This design comes from an exercise in tuning for small area, a short achievable clock period and few clock cycles per item on the open sky130 flow, not from production work. In this exercise RTL edits were held to simulation tests only and were not proved equivalent to the original. Power figures rest on the tool's default switching activity, not on a simulated workload.

===== design.v =====
package bile_pkg;
  localparam int MODE_W = 3;
  localparam int POS_W  = 6;
  localparam int DATA_W = 32;
  localparam int CNT_W  = 7;
  localparam logic [CNT_W-1:0] MAX_SIZE_RST = 7'd64;
  localparam logic [MODE_W-1:0] MODE_APPEND = 3'd0;
  localparam logic [MODE_W-1:0] MODE_READ   = 3'd1;
  localparam logic [MODE_W-1:0] MODE_UPDATE = 3'd2;
  localparam logic [MODE_W-1:0] MODE_DELETE = 3'd3;
  localparam logic [MODE_W-1:0] MODE_CLEAR  = 3'd4;
  typedef enum logic [2:0] {
    ST_IDLE,
    ST_EXEC,
    ST_SHIFT_RD,
    ST_SHIFT_WR,
    ST_DONE
  } state_t;
  typedef struct packed {
    logic latch_op;
    logic wr_append;
    logic wr_update;
    logic rd_pos;
    logic shift_start;
    logic shift_rd;
    logic shift_wr;
    logic dec_count;
    logic clear_count;
    logic set_ok;
    logic load_result;
  } cmd_t;
  typedef struct packed {
    logic [MODE_W-1:0] mode;
    logic              append_ok;
    logic              in_range;
    logic              del_shift;
    logic              shift_more;
    logic              out_busy;
  } stat_t;
endpackage
module bile_ctrl (
  input  logic            clk,
  input  logic            rst,
  input  logic            in_valid,
  output logic            in_ready,
  input  bile_pkg::stat_t stat,
  output bile_pkg::cmd_t  cmd
);
  bile_pkg::state_t state;
  bile_pkg::state_t state_next;
  always_ff @(posedge clk) begin
    if (rst) begin
      state <= bile_pkg::ST_IDLE;
    end else begin
      state <= state_next;
    end
  end
  always_comb begin
    state_next = state;
    cmd        = '0;
    in_ready   = 1'b0;
    case (state)
      bile_pkg::ST_IDLE: begin
        in_ready = 1'b1;
        if (in_valid) begin
          cmd.latch_op = 1'b1;
          state_next   = bile_pkg::ST_EXEC;
        end
      end
      bile_pkg::ST_EXEC: begin
        state_next = bile_pkg::ST_DONE;
        case (stat.mode)
          bile_pkg::MODE_APPEND: begin
            if (stat.append_ok) begin
              cmd.wr_append = 1'b1;
              cmd.set_ok    = 1'b1;
            end
          end
          bile_pkg::MODE_READ: begin
            if (stat.in_range) begin
              cmd.rd_pos = 1'b1;
              cmd.set_ok = 1'b1;
            end
          end
          bile_pkg::MODE_UPDATE: begin
            if (stat.in_range) begin
              cmd.wr_update = 1'b1;
              cmd.set_ok    = 1'b1;
            end
          end
          bile_pkg::MODE_DELETE: begin
            if (stat.in_range) begin
              cmd.set_ok = 1'b1;
              if (stat.del_shift) begin
                cmd.shift_start = 1'b1;
                state_next      = bile_pkg::ST_SHIFT_RD;
              end else begin
                cmd.dec_count = 1'b1;
              end
            end
          end
          bile_pkg::MODE_CLEAR: begin
            cmd.clear_count = 1'b1;
            cmd.set_ok      = 1'b1;
          end
          default: begin
          end
        endcase
      end
      bile_pkg::ST_SHIFT_RD: begin
        cmd.shift_rd = 1'b1;
        state_next   = bile_pkg::ST_SHIFT_WR;
      end
      bile_pkg::ST_SHIFT_WR: begin
        cmd.shift_wr = 1'b1;
        if (stat.shift_more) begin
          state_next = bile_pkg::ST_SHIFT_RD;
        end else begin
          cmd.dec_count = 1'b1;
          state_next    = bile_pkg::ST_DONE;
        end
      end
      bile_pkg::ST_DONE: begin
        if (!stat.out_busy) begin
          cmd.load_result = 1'b1;
          state_next      = bile_pkg::ST_IDLE;
        end
      end
      default: begin
        state_next = bile_pkg::ST_IDLE;
      end
    endcase
  end
endmodule
module bile_dp #(
  parameter int DEPTH = 64
) (
  input  logic                                clk,
  input  logic                                rst,
  input  bile_pkg::cmd_t                      cmd,
  output bile_pkg::stat_t                     stat,
  input  logic [bile_pkg::MODE_W-1:0]         mode,
  input  logic [bile_pkg::POS_W-1:0]          position,
  input  logic signed [bile_pkg::DATA_W-1:0]  value,
  input  logic                                cfg_valid,
  input  logic [bile_pkg::CNT_W-1:0]          cfg_data,
  output logic                                out_valid,
  input  logic                                out_ready,
  output logic                                ok,
  output logic signed [bile_pkg::DATA_W-1:0]  read_value,
  output logic [bile_pkg::CNT_W-1:0]          count,
  output logic                                is_empty,
  output logic                                is_full
);
  localparam int AW      = (DEPTH > 1) ? $clog2(DEPTH) : 1;
  localparam int XW      = ((AW > bile_pkg::CNT_W) ? AW : bile_pkg::CNT_W) + 1;
  localparam int CAP_MAX = (DEPTH > 127) ? 127 : DEPTH;
  localparam logic [bile_pkg::CNT_W-1:0] CAP_LIM = bile_pkg::CNT_W'(CAP_MAX);
  logic [bile_pkg::DATA_W-1:0] mem [DEPTH];
  logic [bile_pkg::MODE_W-1:0] op_mode;
  logic [bile_pkg::POS_W-1:0]  op_pos;
  logic [bile_pkg::DATA_W-1:0] op_value;
  logic                        op_ok;
  logic [bile_pkg::CNT_W-1:0]  entry_count;
  logic [bile_pkg::CNT_W-1:0]  max_size;
  logic [AW-1:0]               idx;
  logic [bile_pkg::DATA_W-1:0] rdata;
  logic [bile_pkg::CNT_W-1:0]  cap;
  logic                        wr_en;
  logic [AW-1:0]               waddr;
  logic [bile_pkg::DATA_W-1:0] wdata;
  logic                        rd_en;
  logic [AW-1:0]               raddr;
  assign cap = (max_size > CAP_LIM) ? CAP_LIM : max_size;
  always_comb begin
    stat.mode       = op_mode;
    stat.append_ok  = entry_count < cap;
    stat.in_range   = {1'b0, op_pos} < entry_count;
    stat.del_shift  = (XW'(op_pos) + XW'(1)) < XW'(entry_count);
    stat.shift_more = (XW'(idx) + XW'(2)) < XW'(entry_count);
    stat.out_busy   = out_valid && !out_ready;
  end
  always_comb begin
    wr_en = cmd.wr_append || cmd.wr_update || cmd.shift_wr;
    if (cmd.wr_append) begin
      waddr = AW'(entry_count);
    end else if (cmd.wr_update) begin
      waddr = AW'(op_pos);
    end else begin
      waddr = idx;
    end
    wdata = cmd.shift_wr ? rdata : op_value;
    rd_en = cmd.rd_pos || cmd.shift_rd;
    raddr = cmd.rd_pos ? AW'(op_pos) : AW'(idx + 1'b1);
  end
  always_ff @(posedge clk) begin
    if (wr_en) begin
      mem[waddr] <= wdata;
    end
  end
  always_ff @(posedge clk) begin
    if (rd_en) begin
      rdata <= mem[raddr];
    end
  end
  always_ff @(posedge clk) begin
    if (cmd.latch_op) begin
      op_mode  <= mode;
      op_pos   <= position;
      op_value <= value;
    end
    if (cmd.shift_start) begin
      idx <= AW'(op_pos);
    end else if (cmd.shift_wr) begin
      idx <= idx + 1'b1;
    end
  end
  always_ff @(posedge clk) begin
    if (rst) begin
      entry_count <= '0;
      max_size    <= bile_pkg::MAX_SIZE_RST;
      op_ok       <= 1'b0;
      out_valid   <= 1'b0;
    end else begin
      if (cfg_valid) begin
        max_size <= cfg_data;
      end
      if (cmd.latch_op) begin
        op_ok <= 1'b0;
      end else if (cmd.set_ok) begin
        op_ok <= 1'b1;
      end
      if (cmd.clear_count) begin
        entry_count <= '0;
      end else if (cmd.wr_append) begin
        entry_count <= entry_count + 1'b1;
      end else if (cmd.dec_count) begin
        entry_count <= entry_count - 1'b1;
      end
      if (cmd.load_result) begin
        out_valid <= 1'b1;
      end else if (out_ready) begin
        out_valid <= 1'b0;
      end
    end
  end
  always_ff @(posedge clk) begin
    if (cmd.load_result) begin
      ok         <= op_ok;
      read_value <= (op_ok && op_mode == bile_pkg::MODE_READ) ? $signed(rdata) : '0;
      count      <= entry_count;
      is_empty   <= entry_count == '0;
      is_full    <= entry_count >= cap;
    end
  end
endmodule
module bounded_indexed_list_engine_unit #(
  parameter int DEPTH = 64
) (
  input  logic                                clk,
  input  logic                                rst,
  input  logic                                in_valid,
  output logic                                in_ready,
  input  logic [bile_pkg::MODE_W-1:0]         mode,
  input  logic [bile_pkg::POS_W-1:0]          position,
  input  logic signed [bile_pkg::DATA_W-1:0]  value,
  output logic                                out_valid,
  input  logic                                out_ready,
  output logic                                ok,
  output logic signed [bile_pkg::DATA_W-1:0]  read_value,
  output logic [bile_pkg::CNT_W-1:0]          count,
  output logic                                is_empty,
  output logic                                is_full,
  input  logic                                cfg_valid,
  output logic                                cfg_ready,
  input  logic [bile_pkg::CNT_W-1:0]          cfg_data
);
  bile_pkg::cmd_t  cmd;
  bile_pkg::stat_t stat;
  assign cfg_ready = 1'b1;
  bile_ctrl u_ctrl (
    .clk      (clk),
    .rst      (rst),
    .in_valid (in_valid),
    .in_ready (in_ready),
    .stat     (stat),
    .cmd      (cmd)
  );
  bile_dp #(
    .DEPTH (DEPTH)
  ) u_dp (
    .clk        (clk),
    .rst        (rst),
    .cmd        (cmd),
    .stat       (stat),
    .mode       (mode),
    .position   (position),
    .value      (value),
    .cfg_valid  (cfg_valid),
    .cfg_data   (cfg_data),
    .out_valid  (out_valid),
    .out_ready  (out_ready),
    .ok         (ok),
    .read_value (read_value),
    .count      (count),
    .is_empty   (is_empty),
    .is_full    (is_full)
  );
endmodule

===== run.sh =====
#!/bin/bash
# synth_recipe.tcl (not shown) runs the flow's synth.tcl, then flattens the netlist and writes it again
# the make line also repeats each setting of config.mk as NAME=value (left out here)
make -C /OpenROAD-flow-scripts/flow DESIGN_CONFIG=/design/flow/config.mk WORK_HOME=/design/flow/orfs CLKGATE_MAP_FILE= SYNTH_SCRIPT=/design/flow/synth_recipe.tcl finish

===== config.mk =====
export PLATFORM = sky130hd
export DESIGN_NAME = bounded_indexed_list_engine_unit
export DESIGN_NICKNAME = bounded_indexed_list_engine_unit
export VERILOG_FILES = /design/flow/design.v
export SDC_FILE = /design/flow/constraint.sdc
export NUM_CORES = 4
export LEC_CHECK = 0
export CAP_MARGIN = 20
export CORE_MARGIN = 2
export CORE_UTILIZATION = 40
export SLEW_MARGIN = 20

===== constraint.sdc =====
create_clock -name core_clock -period 8.0 [get_ports {clk}]
set_input_delay 1.6000 -clock core_clock [delete_from_list [all_inputs] [get_ports {clk}]]
set_output_delay 1.6000 -clock core_clock [all_outputs]
set_load 0.01 [all_outputs]

==> flow_metrics.env <==
export IMPL_globalRoute_totalOverflow=0
export IMPL_synthArstFlopShare_pct=0
export IMPL_finalSetupViolations=0
export IMPL_initial_core_util_pct=40.1
export IMPL_power_per_cell_area_mw_per_mm2=233
export IMPL_tightest_pin_transition_ns=1.24
export IMPL_core_area_mm2=0.217
export IMPL_finalCritPeriodShare_pct=77.7
export IMPL_detail_route_drc_violations=0
export IMPL_max_vdd_ir_drop_v=0.000246
export IMPL_post_synthesis_xor_xnor_area_fraction_pct=0.182
export IMPL_synthesis_area_per_instance_um2=16.7
export IMPL_dpl_hpwl_um=148000
export IMPL_insertion_delay_ns=0.89
export IMPL_synth_largest_area_cell="sky130_fd_sc_hd__edfxtp_1"
export IMPL_synth_top_cell_area_share_pct=75.0
export IMPL_final_max_tran_viols=0
export IMPL_yosys_synthesis_warning_count=2
export IMPL_synth_simple_gate_area_share_pct=6.15
export IMPL_rsz0062_at_grt="false"
export IMPL_synth_cell_type_count=75
export IMPL_first_global_vias=48600
export IMPL_synthesis_instances=5203
export IMPL_synth_compound_gate_area_share_pct=6.71
export IMPL_fin_crit_ns=6.22
export IMPL_stdcell_area_mm2=0.0986
export IMPL_postRouteWirelength_um=255000
export IMPL_relSlewSlack_pct=16.7
export IMPL_fp_row_count=171
export IMPL_hold_path_class="reg2reg"
export IMPL_number_of_nets_with_antenna_violations_after_routing=0
export IMPL_ctsRootBufferMaster="sky130_fd_sc_hd__clkbuf_16"
export IMPL_setup_worst_path_start_class="flop"
export IMPL_run_status="no timing/DRC/antenna violations"
export IMPL_place_port_buffers=96
export IMPL_io_pins=98
export IMPL_power_total_mw=23.0
export IMPL_hold_depth=0
export IMPL_final_setup_tns_ns=0
export IMPL_yosys_top_cells_area="sky130_fd_sc_hd__edfxtp_1 (75%), sky130_fd_sc_hd__mux2i_1 (4.2%), sky130_fd_sc_hd__mux4_2 (4.2%), sky130_fd_sc_hd__nand2_1 (2.5%), sky130_fd_sc_hd__a21oi_1 (1.8%)"
export IMPL_tritoncts_clock_tree="built"
export IMPL_combined_area_of_all_synthesized_cells_mm2=0.0868
export IMPL_seq_total_area_yosys_pct=75.5
export IMPL_cts_setup_buffers=0
export IMPL_worstSetupPathType="reg2reg"
export IMPL_synth_top_family_by_area="multiplexers"
export IMPL_postCtsHoldBufs=0
export IMPL_cap_viol_max_count=0
export IMPL_area_growth_syn_to_layout_pct=13.6
export IMPL_gp_congestion=0.903
export IMPL_cts_root_to_sink_buffers=3
export IMPL_worst_endpoint_arrival_ns=6.74
export IMPL_clock_skew_ns=0.0529
export IMPL_timing_critical_path_required_ns=8.53
export IMPL_ys_dominant_reg_cell="sky130_fd_sc_hd__edfxtp_1"
export IMPL_post_layout_nonfiller_instances=8412
export IMPL_post_cts_resized=0
export IMPL_cp_max_fo=63
export IMPL_grt_max_degree=124
export IMPL_avgViaCountPerCell=5.92
export IMPL_report_final_hold_viol_count=0
export IMPL_global_route_wire_length_before_repair_um=361000
export IMPL_r2r_cells=12
export IMPL_fp_dieArea_mm2=0.221
export IMPL_path_clk_slew_ns=0.07
export IMPL_drt_pass1_iter_count=6
export IMPL_post_place_cells=8004
export IMPL_cts_made_buffers=218
export IMPL_power_leakage_nw=32.0
export IMPL_post_route_cells_drive_above_1_share_pct=15.0
export IMPL_worst_setup_path_end_kind="flop"
export IMPL_synth_net_count=5289
export IMPL_cts_htree_levels=4
export IMPL_synth_seq_cells=2188
export IMPL_routedWlPerCell_um=30.3
export IMPL_post_synth_mux_area_share_pct=9.03
export IMPL_num_nets_final=5457
export IMPL_fp_dieH_um=470
export IMPL_drt_initial_drc_count=6474
export IMPL_placed_cell_area_mm2=0.0919
export IMPL_antenna_found_initial=15
export IMPL_grt_use_total_pct=22.6
export IMPL_timing_fmax_ghz=0.161
export IMPL_synth_edf_count=2169
export IMPL_chipWidth_um=470
export IMPL_routed_via_count=49800
export IMPL_adder_cell_fraction_of_synth_area_pct=0.484
export IMPL_numClockSinks=2188
placed cells by master, fill, tap and decap left out, types with 13 or more instances in the layout:
cell type / synthesis / routed
sky130_fd_sc_hd__a211oi_1: 47 / 47
sky130_fd_sc_hd__a21oi_1: 316 / 315
sky130_fd_sc_hd__a22o_1: 17 / 17
sky130_fd_sc_hd__a31oi_1: 39 / 37
sky130_fd_sc_hd__and2_1: 33 / 32
sky130_fd_sc_hd__and3_1: 36 / 35
sky130_fd_sc_hd__buf_12: 0 / 20
sky130_fd_sc_hd__buf_4: 60 / 148
sky130_fd_sc_hd__clkbuf_1: 118 / 52
sky130_fd_sc_hd__clkbuf_16: 0 / 219
sky130_fd_sc_hd__clkdlybuf4s50_1: 0 / 96
sky130_fd_sc_hd__clkinv_1: 0 / 64
sky130_fd_sc_hd__clkinv_2: 0 / 38
sky130_fd_sc_hd__dfxtp_1: 19 / 19
sky130_fd_sc_hd__edfxtp_1: 2169 / 2169
sky130_fd_sc_hd__ha_1: 32 / 32
sky130_fd_sc_hd__inv_1: 14 / 14
sky130_fd_sc_hd__mux2_2: 50 / 41
sky130_fd_sc_hd__mux2i_1: 363 / 360
sky130_fd_sc_hd__mux4_2: 161 / 161
sky130_fd_sc_hd__nand2_1: 581 / 577
sky130_fd_sc_hd__nand3_1: 190 / 189
sky130_fd_sc_hd__nand4_1: 16 / 16
sky130_fd_sc_hd__nor2_1: 149 / 83
sky130_fd_sc_hd__nor2_4: 0 / 66
sky130_fd_sc_hd__nor3_1: 81 / 81
sky130_fd_sc_hd__nor4_1: 53 / 52
sky130_fd_sc_hd__o21a_1: 22 / 22
sky130_fd_sc_hd__o21ai_0: 118 / 118
sky130_fd_sc_hd__o221a_2: 54 / 54
sky130_fd_sc_hd__o221ai_1: 66 / 66
sky130_fd_sc_hd__o22ai_1: 53 / 53
sky130_fd_sc_hd__or4_1: 20 / 20
sky130_fd_sc_hd__xnor2_1: 13 / 13
report_power, final:
group | leakage, nW | internal [mW] | switching, mW
sequential | 19.6 | 12.7 | 0.0277
clock | 3.28 | 5.36 | 4.38
combinational | 9.10 | 0.148 | 0.426
through the flow:
stage,hold slack [ns],util [%],setup slack [ns]
CTS,0.486,45.5,2.08
global placement,0.469,42.4,2.00
floorplan,0.423,-,3.38
finish,0.486,45.6,1.78
detailed placement,0.466,42.4,2.13
global route,0.494,45.6,1.64
layout make-up:
type | instances | area, um^2
Sequential cell | 2188 | 65500
Antenna cell | 5 | 12.5
Fill cell | 18500 | 118000
Tap cell | 2854 | 3570
Multi-Input combinational cell | 2684 | 20300
Timing Repair Buffer | 265 | 2480
Clock buffer | 271 | 5680
Clock inverter | 131 | 1070
Inverter | 14 | 52.6
layer usage:
layer	wire length [um]	track usage [%]
met2	116000	34.9
met4	9060	8.23
met1	104000	31.5
met5	23	0
met3	25100	4.98
state kept, by name, indices dropped and copies added, names as in the netlist:
name / cells
u_dp.entry_count: 7
u_dp.mem: 2048
u_dp.op_value: 32
u_dp.is_full: 1
u_dp.is_empty: 1
u_dp.count: 7
u_dp.read_value: 32
u_dp.max_size: 7
u_ctrl.state: 3
u_dp.op_ok: 1
u_dp.ok: 1
u_dp.op_pos: 6
u_dp.idx: 6
u_dp.rdata: 32
u_dp.op_mode: 3
u_dp.out_valid: 1
synth_stat cells (11+ instances only):
master / instances
sky130_fd_sc_hd__edfxtp_1: 2169
sky130_fd_sc_hd__nand2_1: 581
sky130_fd_sc_hd__mux2i_1: 363
sky130_fd_sc_hd__a21oi_1: 316
sky130_fd_sc_hd__nand3_1: 190
sky130_fd_sc_hd__mux4_2: 161
sky130_fd_sc_hd__nor2_1: 149
sky130_fd_sc_hd__clkbuf_1: 118
sky130_fd_sc_hd__o21ai_0: 118
sky130_fd_sc_hd__buf_2: 105
sky130_fd_sc_hd__nor3_1: 81
sky130_fd_sc_hd__o221ai_1: 66
sky130_fd_sc_hd__buf_4: 60
sky130_fd_sc_hd__o221a_2: 54
sky130_fd_sc_hd__nor4_1: 53
sky130_fd_sc_hd__o22ai_1: 53
sky130_fd_sc_hd__mux2_2: 50
sky130_fd_sc_hd__a211oi_1: 47
sky130_fd_sc_hd__a31oi_1: 39
sky130_fd_sc_hd__and3_1: 36
sky130_fd_sc_hd__and2_1: 33
sky130_fd_sc_hd__ha_1: 32
sky130_fd_sc_hd__o21a_1: 22
sky130_fd_sc_hd__or4_1: 20
sky130_fd_sc_hd__buf_1: 19
sky130_fd_sc_hd__dfxtp_1: 19
sky130_fd_sc_hd__a22o_1: 17
sky130_fd_sc_hd__nand4_1: 16
sky130_fd_sc_hd__inv_1: 14
sky130_fd_sc_hd__a21o_1: 13
sky130_fd_sc_hd__buf_6: 13
sky130_fd_sc_hd__xnor2_1: 13
sky130_fd_sc_hd__a31o_2: 11
final timing paths:
check	slack, ns	end	from
max	1.78	u_dp.rdata[16]$_DFFE_PP_	u_dp.entry_count[4]$_SDFFE_PP0P_
max reg2reg	1.78	u_dp.rdata[16]$_DFFE_PP_	u_dp.entry_count[4]$_SDFFE_PP0P_
min	0.49	u_dp.ok$_DFFE_PP_	u_dp.op_ok$_SDFFE_PP0P_
min reg2reg	0.49	u_dp.ok$_DFFE_PP_	u_dp.op_ok$_SDFFE_PP0P_
critical path, cell delays in order, from the launching register on:
cell and delay [ns]:
sky130_fd_sc_hd__dfxtp_1 0.49, sky130_fd_sc_hd__inv_1 0.16, sky130_fd_sc_hd__ha_1 0.34, sky130_fd_sc_hd__a211oi_1 0.35, sky130_fd_sc_hd__o32a_1 0.55, sky130_fd_sc_hd__a21o_1 0.21
sky130_fd_sc_hd__buf_4 0.53, sky130_fd_sc_hd__nand2_4 0.76, sky130_fd_sc_hd__buf_4 0.51, sky130_fd_sc_hd__nand3_1 0.11, sky130_fd_sc_hd__a21oi_1 0.06, sky130_fd_sc_hd__or4_1 0.78
sky130_fd_sc_hd__a211oi_1 0.93
kinds of logic after synthesis:
kind of cell,count (synthesis)
flip-flops,2188
AND/OR/NAND/NOR,1187
AO/OA/AOI/OAI,870
multiplexers,575
buffers and inverters,331
adder cells (fa/ha/maj),33
XOR/XNOR,18
other,1
Testbench counts, summed over its fixed seeds: cycles 174,406, items 16,000.

port drivers added, routing unchanged:
Ports are ideal in the flow. The routed layout listed here was re-timed in OpenROAD.
Step 1 (the two cells are an assumption about what drives the block):
set clk [get_ports {clk}]
set_driving_cell -lib_cell sky130_fd_sc_hd__clkbuf_16 $clk
set_driving_cell -lib_cell sky130_fd_sc_hd__buf_2 [delete_from_list [all_inputs] $clk]
Step 2 also shifts input and output timing later by t, the mid clock arrival at the registers, as if the neighbouring blocks saw the same clock.
Slacks: no drivers / after step 1 / after step 2; pairs: no drivers / after step 1.
shift t [ns]: 0.949
setup slack, ns: 1.784 / 1.785 / 1.785
hold WS [ns]: 0.486 / 0.486 / 0.486
worst setup path at the end: register to register
slew at the worst register clock pin (ns): 0.07 / 0.07
After both steps this run still meets setup and hold. The setup slack of this run moves by +0.001 ns with the drivers and by +0.001 ns with both steps.
